This design comes from an exercise in tuning for a short achievable clock period and few clock cycles per item on the open sky130 flow, not from production work.
At most, simulation tests tie the RTL to the original design; equivalence was not proved.

== v32 ==
// dual_adc_moving_average_scaler_unit
module dual_adc_moving_average_scaler_unit (
	input  wire logic                   clk,
	input  wire logic                   arst_n,
	input  wire logic                   psel,
	input  wire logic                   penable,
	input  wire logic                   pwrite,
	input  wire logic [PADDR_W-1:0]     paddr,
	input  wire logic [PDATA_W-1:0]     pwdata,
	output logic      [PDATA_W-1:0]     prdata,
	output logic                        pready,
	input  wire logic                   in_valid,
	output logic                        in_ready,
	input  wire logic [SAMPLE_BITS-1:0] battery_sample,
	input  wire logic [SAMPLE_BITS-1:0] thermistor_sample,
	output logic                        out_valid,
	input  wire logic                   out_ready,
	output logic      [OUT_W-1:0]       battery_mv,
	output logic signed [OUT_W-1:0]     temperature_centi_c,
	output logic                        window_full
);
	logic [VREF_W-1:0]  vref;
	logic [RATIO_W-1:0] ratio;
	logic [DROP_W-1:0]  drop;
	logic [OFFS_W-1:0]  offs;
	logic               wr_gain;
	logic               cfg_ready_nxt;
	logic [G_W-1:0]     g1;
	logic [G_W+1:0]     g3;
	logic [V_W-1:0]     v1;
	logic [V_W+1:0]     v3;
	logic [17:0]        noffs;
	logic               in_ready_q;
	logic               accept;
	logic               en;
	logic               pop;
	logic               avail;
	logic [2:0]         inflight;
	logic [SUM_W-1:0]   bsum;
	logic [SUM_W-1:0]   tsum;
	logic               full;
	logic               out_v;
	logic [OUT_W-1:0]   out_batt;
	logic [OUT_W-1:0]   out_temp;
	logic               out_full;
	logic               room_nxt;
	damsu_regs u_regs (
		.clk     (clk),
		.arst_n  (arst_n),
		.psel    (psel),
		.penable (penable),
		.pwrite  (pwrite),
		.paddr   (paddr),
		.pwdata  (pwdata),
		.prdata  (prdata),
		.pready  (pready),
		.vref    (vref),
		.ratio   (ratio),
		.drop    (drop),
		.offs    (offs),
		.wr_gain (wr_gain)
	);
	damsu_cdiv u_cdiv (
		.clk       (clk),
  ...
==> module damsu_window, before the edit <==
module damsu_window (
	input  wire logic                   clk,
	input  wire logic                   arst_n,
	input  wire logic                   accept,
	input  wire logic [SAMPLE_BITS-1:0] battery_sample,
	input  wire logic [SAMPLE_BITS-1:0] thermistor_sample,
	input  wire logic                   pop,
	output logic                        avail,
	output logic      [2:0]             inflight,
	output logic      [SUM_W-1:0]       bsum,
	output logic      [SUM_W-1:0]       tsum,
	output logic                        full
);
	localparam int unsigned ENT_W = 2 * SUM_W + 1;
	localparam int unsigned NQ    = 5;
	logic [SAMPLE_BITS-1:0] bring [WINDOW_LEN];
	logic [SAMPLE_BITS-1:0] tring [WINDOW_LEN];
	logic [3:0]             fill_q;
	logic                   full_ok;
	logic                   old_ok;
	logic [SAMPLE_BITS-1:0] bold;
	logic [SAMPLE_BITS-1:0] told;
	logic                   a0_q;
	logic [SAMPLE_BITS-1:0] bin0_q;
	logic [SAMPLE_BITS-1:0] tin0_q;
	logic                   full0_q;
	logic [SAMPLE_BITS-1:0] bold0_q;
	logic [SAMPLE_BITS-1:0] told0_q;
	logic                   a1_q;
	logic [SAMPLE_BITS-1:0] bin1_q;
	logic [SAMPLE_BITS-1:0] tin1_q;
	logic [SUM_W-1:0]       bdif1_q;
	logic [SUM_W-1:0]       tdif1_q;
	logic                   full1_q;
	logic                   a2_q;
	logic                   full2_q;
	logic [SUM_W-1:0]       b10_q;
	logic [SUM_W-1:0]       t10_q;
	logic [ENT_W-1:0]       ent_d;
	logic [ENT_W-1:0]       ent_q [NQ];
	logic [2:0]             cnt_q;
	logic [2:0]             cnt_d;
	logic [2:0]             wslot;
	assign full_ok = (fill_q >= 4'(WINDOW_LEN - 1));
	assign old_ok  = (fill_q >= 4'(WINDOW_LEN));
	always_comb begin
		if (!old_ok) begin
			bold = '0;
			told = '0;
		end else if (a0_q && a1_q) begin
			bold = bring[WINDOW_LEN-3];
			told = tring[WINDOW_LEN-3];
		end else if (a0_q || a1_q) begin
			bold = bring[WINDOW_LEN-2];
			told = tring[WINDOW_LEN-2];
		end else begin
			bold = bring[WINDOW_LEN-1];
			told = tring[WINDOW_LEN-1];
		end
	end
	always_ff @(posedge clk) begin
		bin0_q  <= battery_sample;
		tin0_q  <= thermistor_sample;
		full0_q <= full_ok;
		bold0_q <= bold;
		told0_q <= told;
	end
	always_ff @(posedge clk or negedge arst_n) begin
		if (!arst_n) begin
			a0_q   <= 1'b0;
			a1_q   <= 1'b0;
			a2_q   <= 1'b0;
			fill_q <= '0;
		end else begin
			a0_q <= accept;
			a1_q <= a0_q;
			a2_q <= a1_q;
			if (accept && !old_ok) begin
				fill_q <= fill_q + 4'd1;
			end
		end
	end
	always_ff @(posedge clk) begin
		bin1_q  <= bin0_q;
		tin1_q  <= tin0_q;
		bdif1_q <= SUM_W'(bin0_q) - SUM_W'(bold0_q);
		tdif1_q <= SUM_W'(tin0_q) - SUM_W'(told0_q);
		full1_q <= full0_q;
		full2_q <= full1_q;
	end
	always_ff @(posedge clk) begin
		if (a1_q) begin
			bring[0] <= bin1_q;
			tring[0] <= tin1_q;
			for (int i = 1; i < WINDOW_LEN; i++) begin
				bring[i] <= bring[i-1];
				tring[i] <= tring[i-1];
			end
		end
	end
	always_ff @(posedge clk or negedge arst_n) begin
		if (!arst_n) begin
			b10_q <= '0;
			t10_q <= '0;
		end else if (a1_q) begin
			b10_q <= b10_q + bdif1_q;
			t10_q <= t10_q + tdif1_q;
		end
	end
	assign ent_d = {b10_q, t10_q, full2_q};
	assign cnt_d = cnt_q + 3'(a2_q) - 3'(pop);
	assign wslot = cnt_q - 3'(pop);
	always_ff @(posedge clk) begin
		for (int i = 0; i < NQ; i++) begin
			if (a2_q && wslot == 3'(i)) begin
				ent_q[i] <= ent_d;
			end else if (pop && i < NQ - 1) begin
				ent_q[i] <= ent_q[(i < NQ - 1) ? i + 1 : i];
			end
		end
	end
	always_ff @(posedge clk or negedge arst_n) begin
		if (!arst_n) begin
			cnt_q <= 3'd0;
		end else begin
			cnt_q <= cnt_d;
		end
	end
	assign avail    = (cnt_q != 3'd0);
	assign inflight = cnt_q + 3'(a0_q) + 3'(a1_q) + 3'(a2_q);
	assign bsum     = ent_q[0][ENT_W-1 -: SUM_W];
	assign tsum     = ent_q[0][1 +: SUM_W];
	assign full     = ent_q[0][0];
endmodule
Settings: LEC_CHECK=0, ABC_CLOCK_PERIOD_IN_PS=2000, CAP_MARGIN=20, CORE_MARGIN=2, CORE_UTILIZATION=45, SETUP_SLACK_MARGIN=5, SLEW_MARGIN=20; clock period 8.0 ns.
run.sh (not shown) runs the stock make flow with config.mk's settings and CLKGATE_MAP_FILE= SYNTH_SCRIPT=/design/flow/synth_recipe.tcl, a recipe that flattens the netlist after the stock synthesis.
v32: all stages complete, timing, DRC and antenna checks passed
Input-level comparison between v6 and v32:
-- flow/design.v --
<<< v32, line 140
	logic [2:0]             cnt_q;
	logic [2:0]             cnt_d;
	logic [2:0]             wslot;
	assign full_ok = (fill_q >= 4'(WINDOW_LEN - 1));
	assign old_ok  = (fill_q >= 4'(WINDOW_LEN));
>>> v6, line 140
	logic [2:0]             cnt_q;
	logic [2:0]             cnt_d;
	logic [NQ-1:0]          wr_np;
	logic [NQ-1:0]          wr_p;
	logic [NQ-1:0]          we;
	assign full_ok = (fill_q >= 4'(WINDOW_LEN - 1));
	assign old_ok  = (fill_q >= 4'(WINDOW_LEN));
<<< v32, line 208
	end
	assign ent_d = {b10_q, t10_q, full2_q};
	assign cnt_d = cnt_q + 3'(a2_q) - 3'(pop);
	assign wslot = cnt_q - 3'(pop);
	always_ff @(posedge clk) begin
		for (int i = 0; i < NQ; i++) begin
			if (a2_q && wslot == 3'(i)) begin
				ent_q[i] <= ent_d;
			end else if (pop && i < NQ - 1) begin
>>> v6, line 210
	end
	assign ent_d = {b10_q, t10_q, full2_q};
	assign cnt_d = pop ? (cnt_q + 3'(a2_q) - 3'd1) : (cnt_q + 3'(a2_q));
	always_comb begin
		for (int i = 0; i < NQ; i++) begin
			wr_np[i] = a2_q && (cnt_q == 3'(i));
			wr_p[i]  = a2_q && (cnt_q == 3'(i + 1));
			we[i]    = pop ? wr_p[i] : wr_np[i];
		end
	end
	always_ff @(posedge clk) begin
		for (int i = 0; i < NQ; i++) begin
			if (we[i]) begin
				ent_q[i] <= ent_d;
			end else if (pop && i < NQ - 1) begin
[summary]
Per the final summary, v6 finished and its layout is clean on timing, DRC and antenna.
Total wire length for v6: 0.35% down relative to v32
v6 against v32; die area is up slightly.
Between v6 and v32, the met3 global-route usage figures differ only marginally.
Final area: higher on v32
No functional check of the RTL was part of any run of this note.

---

## red
dual_adc_moving_average_scaler_unit, a different RTL version from the one above (not shown whole).
For scale: ~1,700 flip-flops, roughly 140 I/O pins, ~98,000 µm² of cells after synthesis.
clock: 8.0 ns
lec_check: 0
abc_clock_period_in_ps: 2000
cap_margin: 20
core_margin: 2
core_utilization: 50
setup_slack_margin: 5
slew_margin: 20
Testbench counts of red, summed over its fixed seeds: cycles 3,264, items 3,200.
Input changes introduced in blue (baseline for comparison: red):
--- a/flow/design.v
+++ b/flow/design.v
@@ -249,40 +249,43 @@
 	input  wire logic [RATIO_W-1:0] ratio,
 	input  wire logic [OFFS_W-1:0]  offs,
 	input  wire logic               restart,
 	output logic                    ready_nxt,
 	output logic      [G_W-1:0]     g1,
 	output logic      [G_W+1:0]     g3,
 	output logic      [V_W-1:0]     v1,
 	output logic      [V_W+1:0]     v3,
 	output logic      [17:0]        noffs
 );
 	localparam logic [3:0] ST_READY = 4'd12;
-	localparam logic [3:0] ST_DONE  = 4'd12;
+	localparam logic [3:0] ST_DONE  = 4'd13;
 	logic [3:0]       st_q;
 	logic [3:0]       st_d;
 	logic [14:0]      vr3_q;
 	logic [13:0]      kacc_q;
 	logic [3:0]       kd_q;
 	logic [3:0]       rdig;
 	logic [15:0]      rsh_q;
 	logic [14:0]      kpa;
 	logic [14:0]      kpb;
 	logic [17:0]      ksum;
 	logic [16:0]      mk_q;
+	logic [14:0]      kpa_q;
+	logic [14:0]      kpb_q;
 	logic [ACC_W-1:0] tm_q;
 	logic [ACC_W-1:0] tmul;
 	logic [52:0]      acc_q;
 	logic [ACC_W-1:0] acc_sum;
 	logic [G_W+1:0]   g3_q;
 	logic [25:0]      g3lo_q;
+	logic [G_W+1-24:0] g3hi;
 	logic [G_W-1:0]   g1d_q;
 	logic [V_W-1:0]   v1_q;
 	logic [18:0]      vx_q;
 	logic [25:0]      vz_q;
 	logic [20:0]      vx3_q;
 	logic [27:0]      vz3_q;
 	logic [V_W+1:0]   v3_q;
 	logic [17:0]      noffs_q;
 	logic [13:0]      o10_q;
 	always_comb begin
 		if (restart) begin
@@ -330,51 +333,53 @@
 			4'd8:  tmul = ACC_W'(BC) * ACC_W'(8);
 			4'd9:  tmul = ACC_W'(BC) * ACC_W'(9);
 			4'd10: tmul = ACC_W'(BC) * ACC_W'(10);
 			4'd11: tmul = ACC_W'(BC) * ACC_W'(11);
 			4'd12: tmul = ACC_W'(BC) * ACC_W'(12);
 			4'd13: tmul = ACC_W'(BC) * ACC_W'(13);
 			4'd14: tmul = ACC_W'(BC) * ACC_W'(14);
 			4'd15: tmul = ACC_W'(BC) * ACC_W'(15);
 		endcase
 	end
 	assign acc_sum = ACC_W'(acc_q) + tm_q;
+	assign g3hi = {1'b0, g1d_q[G_W-1:25], 1'b1} + {2'b0, g1d_q[G_W-1:24], g3lo_q[25]};
 	always_ff @(posedge clk) begin
 		vr3_q <= 15'(vref) + (15'(vref) << 1);
-		mk_q <= 17'(kpa) + (17'(kpb) << 2);
+		kpa_q <= kpa;
+		kpb_q <= kpb;
+		mk_q  <= 17'(kpa_q) + (17'(kpb_q) << 2);
 		if (st_q == 4'd0) begin
 			rsh_q  <= ratio;
 			kacc_q <= '0;
 		end else begin
 			rsh_q <= rsh_q >> 4;
 		end
-		if (st_q >= 4'd2) begin
+		if (st_q >= 4'd3) begin
 			kd_q   <= ksum[3:0];
 			kacc_q <= ksum[17:4];
 		end
 		tm_q <= tmul;
-		if (st_q == 4'd3) begin
+		if (st_q == 4'd4) begin
 			acc_q <= 53'd1 << 32;
-		end else if (st_q >= 4'd4 && st_q <= 4'd11) begin
+		end else if (st_q >= 4'd5 && st_q <= 4'd12) begin
 			acc_q <= 53'(acc_sum >> 4);
 		end
 		vx_q  <= 19'(vref) + (19'(vref) << 5);
 		vz_q  <= 26'(vref) + (26'(vref) << 12);
 		v1_q  <= V_W'(vx_q) + (V_W'(vz_q) << 17);
 		vx3_q <= 21'(vr3_q) + (21'(vr3_q) << 5);
 		vz3_q <= 28'(vr3_q) + (28'(vr3_q) << 12);
 		v3_q  <= (V_W + 2)'(vx3_q) + ((V_W + 2)'(vz3_q) << 17);
 		g1d_q   <= acc_q[G_W-1:0];
 		g3lo_q  <= 26'(acc_q[24:0]) + 26'({acc_q[23:0], 1'b0});
-		g3_q    <= {(G_W + 2 - 25)'(g1d_q[G_W-1:25]) + (G_W + 2 - 25)'(g1d_q[G_W-1:24]) + (G_W + 2 - 25)'(g3lo_q[25]),
-		            g3lo_q[24:0]};
+		g3_q    <= {g3hi[G_W+1-25+1:1], g3lo_q[24:0]};
 		o10_q   <= (14'(offs) << 3) + (14'(offs) << 1);
 		noffs_q <= 18'd0 - 18'(o10_q);
 	end
 	assign g1    = acc_q[G_W-1:0];
 	assign g3    = g3_q;
 	assign v1    = v1_q;
 	assign v3    = v3_q;
 	assign noffs = noffs_q;
 endmodule
 `default_nettype wire
 `default_nettype none
@@ -410,24 +415,24 @@
 	logic [TP_W-1:0] tc3 [3];
 	logic [BP_W-1:0] by_q [2];
 	logic [TP_W-1:0] ty_q [2];
 	logic            v1_q;
 	logic            f1_q;
 	logic            vy_q;
 	logic            fy_q;
 	logic [BP_W-1:0] bs2;
 	logic [BP_W-1:0] bc2;
 	logic [TP_W-1:0] ts2;
 	logic [TP_W-1:0] tc2;
-	localparam int unsigned BLO = 23;
-	localparam int unsigned TLO = 20;
+	localparam int unsigned BLO = 20;
+	localparam int unsigned TLO = 18;
 	logic [BP_W-1:0] by_d [2];
 	logic [TP_W-1:0] ty_d [2];
 	logic [BLO:0]    bll;
 	logic [TLO:0]    tll;
 	logic            bcl_q;
 	logic            tcl_q;
 	logic [BSH-BLO+1:0] blo;
 	logic [TSH-TLO+1:0] tlo;
 	logic [17:0]     bh_q;
 	logic            bcy_q;
 	logic [17:0]     th_q;
Notes after the runs:
Comparing minimum clock period for blue and red, the bigger number came from blue.
A end point of the critical path of u_scale.bx_q[0][6]$_DFFE_PN_ is what red shows, while u_cdiv.g3_q[48]$_DFF_P_ belongs to blue.
Any difference in share of final layout cell area taken by clock buffers and inverters between blue and red is small enough to ignore.
Taking red as the reference, in blue fraction of the cycle the final worst path needs picked up an extra 0.78 points; met2 layer wire length in the routed design -about 1.7%; count of clock-buffer cells in the layout rose by 4.2%.
In the flow results for blue and red, the met1 track utilization from global routing is larger on red.
Against red, area taken by flip-flops and latches in blue rose slightly.
Non-clock buffer count: higher on red
Compared red against blue; fraction of synthesis flops using an asynchronous set or reset pin within noise.
Looking at number of vias per cell after detailed routing across blue and red, the one that comes out higher is red.
blue vs red: largest fanout on the critical path down
Only the layout flow was run in blue; the RTL was not checked for function there.

[re-timing with driven ports]
How much do the figures lean on ideal ports? The routed layouts below were timed once more, with nothing changed but the port constraints.
Step 1, drivers: a clkbuf_16 drives clk and a buf_2 each remaining input, both assumed.
Step 2 also shifts input and output timing later by t, the mid clock arrival at the registers, as if the neighbouring blocks saw the same clock.
Slacks: ideal / step 1 / step 2; pairs: ideal / step 1.
run | t (ns) | setup slack, ns | worst register clock-pin slew, ns
v32 | 0.910 | 4.784 / 4.766 / 3.984 | 0.07 / 0.07
v6 | 0.933 | 4.899 / 4.810 / 4.144 | 0.07 / 0.07
red | 0.914 | 4.940 / 4.896 / 4.211 | 0.07 / 0.07
blue | 0.908 | 4.878 / 4.878 / 4.094 | 0.07 / 0.07
After both steps every run listed still meets setup and hold. For v32, which loses most, drivers alone change the setup slack by -0.018 ns; drivers and shift together by -0.800 ns.
